This design comes from an exercise in tuning for small area on the open sky130 flow, not from production work.
The RTL was checked by simulation tests, not by an equivalence proof against the original design.
Power is estimated from default activity; no workload was simulated.

==> module mrd_throttle, before the edit <==
module mrd_throttle #(
  parameter int unsigned CPL_LIMIT = 8,
  parameter int unsigned LEN_W     = 11,
  parameter int unsigned CNT_W     = 16,
  parameter int unsigned DW_W      = 32,
  parameter int unsigned HW_W      = 27
) (
  input  logic             clk,
  input  logic             rst_n,
  input  logic             init_i,
  input  logic             start_i,       
  input  logic [LEN_W-1:0] len_dw_i,      
  input  logic             rcb_128_i,     
  input  logic             metering_i,    
  input  logic [CNT_W-1:0] req_cnt_n_i,   
  input  logic [DW_W-1:0]  cpl_dw_i,      
  input  logic             bad_i,         
  output logic             mrd_work_o,    
  output logic [CNT_W-1:0] hwm_cnt_o
);
  logic [CNT_W-1:0] hwm_cnt;
  logic [CNT_W-1:0] hwm_cnt_nxt;
  logic [HW_W-1:0]  hwm_n;                
  logic [HW_W-1:0]  hwm_n_nxt;
  logic             found_q;
  logic [3:0]       burst_cnt;
  always_comb begin
    if (len_dw_i == LEN_W'(1))
      burst_cnt = 4'(CPL_LIMIT);
    else if (!rcb_128_i) begin
      if (len_dw_i <= LEN_W'(16))      burst_cnt = 4'(CPL_LIMIT / 2);
      else if (len_dw_i <= LEN_W'(64)) burst_cnt = 4'(CPL_LIMIT / 4);
      else                             burst_cnt = 4'(CPL_LIMIT / 8);
    end else begin
      if (len_dw_i <= LEN_W'(32))       burst_cnt = 4'(CPL_LIMIT / 2);
      else if (len_dw_i <= LEN_W'(128)) burst_cnt = 4'(CPL_LIMIT / 4);
      else                              burst_cnt = 4'(CPL_LIMIT / 8);
    end
  end
  logic [CNT_W:0]   ge;                   
  logic [CNT_W:0]   hpre;                 
  logic [CNT_W-1:0] hinc;                 
  always_comb begin
    ge[0]   = 1'b1;
    hpre[0] = 1'b1;
    for (int i = 0; i < CNT_W; i++) begin
      ge[i+1]   = (hwm_cnt[i] & req_cnt_n_i[i]) | (hwm_cnt[i] & ge[i]) | (req_cnt_n_i[i] & ge[i]);
      hpre[i+1] = hpre[i] & hwm_cnt[i];
      hinc[i]   = hwm_cnt[i] ^ hpre[i];
    end
  end
  logic [HW_W:0] dge;
  always_comb begin
    dge[0] = 1'b1;
    for (int i = 0; i < HW_W; i++)
      dge[i+1] = (cpl_dw_i[i] & hwm_n[i]) | (cpl_dw_i[i] & dge[i]) | (hwm_n[i] & dge[i]);
  end
  logic dw_reached;
  logic zero;
  assign zero = ~|hwm_cnt;
  assign dw_reached = zero ? (&cpl_dw_i) : ((|cpl_dw_i[DW_W-1:HW_W]) | dge[HW_W]);
  always_ff @(posedge clk) begin
    found_q <= (&(req_cnt_n_i ^ hinc)) & dw_reached;
  end
  logic mrd_work, cpl_found, load, clr, step;
  assign mrd_work  = start_i & (~metering_i | ge[CNT_W]);
  assign cpl_found = found_q & ~mrd_work;
  assign load      = start_i & zero;
  assign clr       = start_i & ~zero & bad_i;
  assign step      = start_i & ~zero & ~bad_i & cpl_found;
  always_comb begin
    if (init_i | clr)  hwm_cnt_nxt = '0;
    else if (load)     hwm_cnt_nxt = CNT_W'(burst_cnt);
    else if (step)     hwm_cnt_nxt = hinc;
    else               hwm_cnt_nxt = hwm_cnt;
  end
  localparam int unsigned LO = 6;
  logic [LEN_W-1:0] addend_n;
  logic [LEN_W:0]   nc, nc0, nc1;
  logic [LEN_W-1:0] ns0, ns1;
  logic             c11;
  logic [HW_W-1:0]  nsum;
  logic [HW_W:0]    lpre;
  assign addend_n = ~(len_dw_i & {LEN_W{step}});
  assign nsum[0]  = ~(hwm_n[0] ^ addend_n[0]);
  assign nc[1]    = hwm_n[0] | addend_n[0];
  for (genvar i = 1; i < LO; i++) begin : g_lo
    csa_fa u_fa (.a(hwm_n[i]), .b(addend_n[i]), .c(nc[i]), .s(nsum[i]), .co(nc[i+1]));
  end
  assign ns0[LO]    = ~(hwm_n[LO] ^ addend_n[LO]);
  assign nc0[LO+1]  = hwm_n[LO] | addend_n[LO];
  assign ns1[LO]    = hwm_n[LO] ^ addend_n[LO];
  assign nc1[LO+1]  = hwm_n[LO] & addend_n[LO];
  for (genvar i = LO + 1; i < LEN_W; i++) begin : g_hi
    csa_fa u_fa0 (.a(hwm_n[i]), .b(addend_n[i]), .c(nc0[i]), .s(ns0[i]), .co(nc0[i+1]));
    csa_fa u_fa1 (.a(hwm_n[i]), .b(addend_n[i]), .c(nc1[i]), .s(ns1[i]), .co(nc1[i+1]));
  end
  always_comb begin
    for (int i = LO; i < LEN_W; i++)
      nsum[i] = nc[LO] ? ns0[i] : ns1[i];
    c11 = nc[LO] ? ~nc0[LEN_W] : ~nc1[LEN_W];
    for (int i = LEN_W; i < HW_W; i++)
      nsum[i] = hwm_n[i] ^ (c11 & lpre[i]);
  end
  pfx_nor #(.N(HW_W - LEN_W)) u_lpre (.x(hwm_n[HW_W-1:LEN_W]), .p(lpre[HW_W:LEN_W]));
  assign hwm_n_nxt = load ? {{(HW_W - LEN_W){1'b1}}, ~len_dw_i} : nsum;
  always_ff @(posedge clk or negedge rst_n) begin
    if (!rst_n) begin
      hwm_cnt <= '0;
    end else begin
      hwm_cnt <= hwm_cnt_nxt;
    end
  end
  always_ff @(posedge clk) begin
    hwm_n <= hwm_n_nxt;
  end
  assign mrd_work_o = mrd_work;
  assign hwm_cnt_o  = hwm_cnt;
endmodule
export LEC_CHECK = 0
export CAP_MARGIN = 5
export CORE_MARGIN = 2
export CORE_UTILIZATION = 70
export CTS_BUF_LIST = sky130_fd_sc_hd__clkbuf_4 sky130_fd_sc_hd__clkbuf_8
export GPL_TIMING_DRIVEN = 0
export SLEW_MARGIN = 5
export SYNTH_HIERARCHICAL = 1
create_clock -name core_clock -period 7.2 [get_ports {clk}]
standard.sh (not shown) runs the stock make flow with config.mk's settings and CLKGATE_MAP_FILE= SYNTH_SCRIPT=/design/flow/synth_recipe.tcl, a recipe that flattens the netlist after the stock synthesis.
==> flow/flow/run.sh <==
#!/bin/bash
# Standard layout, with these changes:
#  - synthesis maps with an area-oriented ABC script (three rounds of
#    rewriting, choice computation and area-recovering mapping) instead of
#    the delay-oriented default; everything else in synthesis is the standard flow's own
#    script, so the registers and their names are the standard ones;
#  - the smallest buffer on each input and output port;
#  - clock tree synthesis without dummy loads.
set -euo pipefail
here=$(pwd)
rm -rf "$here/scripts_abc"
cp -r "$FLOW_HOME/scripts" "$here/scripts_abc"
cp "$here/flow/abc_area.script" "$here/scripts_abc/abc_speed.script"
export SCRIPTS_DIR="$here/scripts_abc"
export BUFFER_PORTS_ARGS="-buffer_cell sky130_fd_sc_hd__buf_1"
export CTS_ARGS="-sink_clustering_enable -repair_clock_nets -buf_list {sky130_fd_sc_hd__clkbuf_4 sky130_fd_sc_hd__clkbuf_8} -dont_use_dummy_load"
bash standard.sh > standard_flow.log 2>&1
==> flow/flow/abc_area.script <==
&get -n
&st
&dc2
&dch -f
&nf -R 1000 -p
&st
&dc2
&dch -f
&nf -R 1000 -p
&st
&dc2
&dch -f
&nf -R 1000 -p
&put
topo
stime -c
Then changed:
--- a/flow/design.v
+++ b/flow/design.v
@@ -57,10 +57,14 @@
   output logic [CNT_W-1:0] hwm_cnt_o
 );
   logic [CNT_W-1:0] hwm_cnt;
   logic [CNT_W-1:0] hwm_cnt_nxt;
-  logic [HW_W-1:0]  hwm_n;                
-  logic [HW_W-1:0]  hwm_n_nxt;
+  localparam int unsigned HI_W = HW_W - LEN_W;
+  logic [LEN_W-1:0] lo_n;                 
+  logic [LEN_W-1:0] lo_n_nxt;
+  logic [HI_W-1:0]  hwm_hi;               
+  logic             hwm_pc;               
+  logic [HI_W-1:0]  eff_hi;               
   logic             found_q;
   logic [3:0]       burst_cnt;
   always_comb begin
     if (len_dw_i == LEN_W'(1))
@@ -86,13 +90,23 @@
       hpre[i+1] = hpre[i] & hwm_cnt[i];
       hinc[i]   = hwm_cnt[i] ^ hpre[i];
     end
   end
+  logic [HI_W:0] hc;
+  always_comb begin
+    hc[0] = hwm_pc;
+    for (int i = 0; i < HI_W; i++) begin
+      eff_hi[i] = hwm_hi[i] ^ hc[i];
+      hc[i+1]   = hwm_hi[i] & hc[i];
+    end
+  end
   logic [HW_W:0] dge;
   always_comb begin
     dge[0] = 1'b1;
-    for (int i = 0; i < HW_W; i++)
-      dge[i+1] = (cpl_dw_i[i] & hwm_n[i]) | (cpl_dw_i[i] & dge[i]) | (hwm_n[i] & dge[i]);
+    for (int i = 0; i < LEN_W; i++)
+      dge[i+1] = (cpl_dw_i[i] & lo_n[i]) | (cpl_dw_i[i] & dge[i]) | (lo_n[i] & dge[i]);
+    for (int i = LEN_W; i < HW_W; i++)
+      dge[i+1] = (cpl_dw_i[i] & ~eff_hi[i-LEN_W]) | (cpl_dw_i[i] & dge[i]) | (~eff_hi[i-LEN_W] & dge[i]);
   end
   logic dw_reached;
   logic zero;
   assign zero = ~|hwm_cnt;
@@ -111,47 +125,29 @@
     else if (load)     hwm_cnt_nxt = CNT_W'(burst_cnt);
     else if (step)     hwm_cnt_nxt = hinc;
     else               hwm_cnt_nxt = hwm_cnt;
   end
-  localparam int unsigned LO = 6;
   logic [LEN_W-1:0] addend_n;
-  logic [LEN_W:0]   nc, nc0, nc1;
-  logic [LEN_W-1:0] ns0, ns1;
-  logic             c11;
-  logic [HW_W-1:0]  nsum;
-  logic [HW_W:0]    lpre;
+  logic [LEN_W:0]   nc;
+  logic [LEN_W-1:0] nsum;
   assign addend_n = ~(len_dw_i & {LEN_W{step}});
-  assign nsum[0]  = ~(hwm_n[0] ^ addend_n[0]);
-  assign nc[1]    = hwm_n[0] | addend_n[0];
-  for (genvar i = 1; i < LO; i++) begin : g_lo
-    csa_fa u_fa (.a(hwm_n[i]), .b(addend_n[i]), .c(nc[i]), .s(nsum[i]), .co(nc[i+1]));
-  end
-  assign ns0[LO]    = ~(hwm_n[LO] ^ addend_n[LO]);
-  assign nc0[LO+1]  = hwm_n[LO] | addend_n[LO];
-  assign ns1[LO]    = hwm_n[LO] ^ addend_n[LO];
-  assign nc1[LO+1]  = hwm_n[LO] & addend_n[LO];
-  for (genvar i = LO + 1; i < LEN_W; i++) begin : g_hi
-    csa_fa u_fa0 (.a(hwm_n[i]), .b(addend_n[i]), .c(nc0[i]), .s(ns0[i]), .co(nc0[i+1]));
-    csa_fa u_fa1 (.a(hwm_n[i]), .b(addend_n[i]), .c(nc1[i]), .s(ns1[i]), .co(nc1[i+1]));
-  end
-  always_comb begin
-    for (int i = LO; i < LEN_W; i++)
-      nsum[i] = nc[LO] ? ns0[i] : ns1[i];
-    c11 = nc[LO] ? ~nc0[LEN_W] : ~nc1[LEN_W];
-    for (int i = LEN_W; i < HW_W; i++)
-      nsum[i] = hwm_n[i] ^ (c11 & lpre[i]);
+  assign nsum[0]  = ~(lo_n[0] ^ addend_n[0]);
+  assign nc[1]    = lo_n[0] | addend_n[0];
+  for (genvar i = 1; i < LEN_W; i++) begin : g_lo
+    csa_fa u_fa (.a(lo_n[i]), .b(addend_n[i]), .c(nc[i]), .s(nsum[i]), .co(nc[i+1]));
   end
-  pfx_nor #(.N(HW_W - LEN_W)) u_lpre (.x(hwm_n[HW_W-1:LEN_W]), .p(lpre[HW_W:LEN_W]));
-  assign hwm_n_nxt = load ? {{(HW_W - LEN_W){1'b1}}, ~len_dw_i} : nsum;
+  assign lo_n_nxt = load ? ~len_dw_i : nsum;
   always_ff @(posedge clk or negedge rst_n) begin
     if (!rst_n) begin
       hwm_cnt <= '0;
     end else begin
       hwm_cnt <= hwm_cnt_nxt;
     end
   end
   always_ff @(posedge clk) begin
-    hwm_n <= hwm_n_nxt;
+    lo_n   <= lo_n_nxt;
+    hwm_pc <= ~load & ~nc[LEN_W];
+    hwm_hi <= eff_hi & {HI_W{~load}};
   end
   assign mrd_work_o = mrd_work;
   assign hwm_cnt_o  = hwm_cnt;
 endmodule
Result: Non-clock buffer count increases by 1. Wire length decreases slightly. Area after synthesis decreases slightly. Register-to-register slack gets worse by 0.21 ns. First-iteration DRC count decreases slightly. Power decreases slightly. Sequential share of layout area increases by 0.39 points.

==> what the ideal ports hide <==
Ports are ideal in the flow. The routed layouts listed here were re-timed in OpenROAD. Step 1 assumes that a clkbuf_16 drives the clock port and a buf_2 every other input. Step 2 adds t to the input delays and takes it off the output delays; t is the mean of the earliest and latest rising clock arrival at the registers after step 1. Input paths then give back, and output paths get back, about the clock's delay inside the block. a / b / c = no drivers / after step 1 / after step 2; a / b = the first two.
run	shift t [ns]	slack for setup (ns)	latest minus earliest clock arrival (ns)	worst slew at a driven data input, ns
the first run	0.421	0.453 / 0.475 / 0.054	0.037 / 0.036	0.04
the second run	0.409	0.284 / 0.303 / -0.106	0.038 / 0.038	0.04
Met with ideal ports but missed after step 2: setup timing in the second run. The setup slack of the first run, which loses most, moves by +0.022 ns with the drivers and by -0.399 ns with both steps.
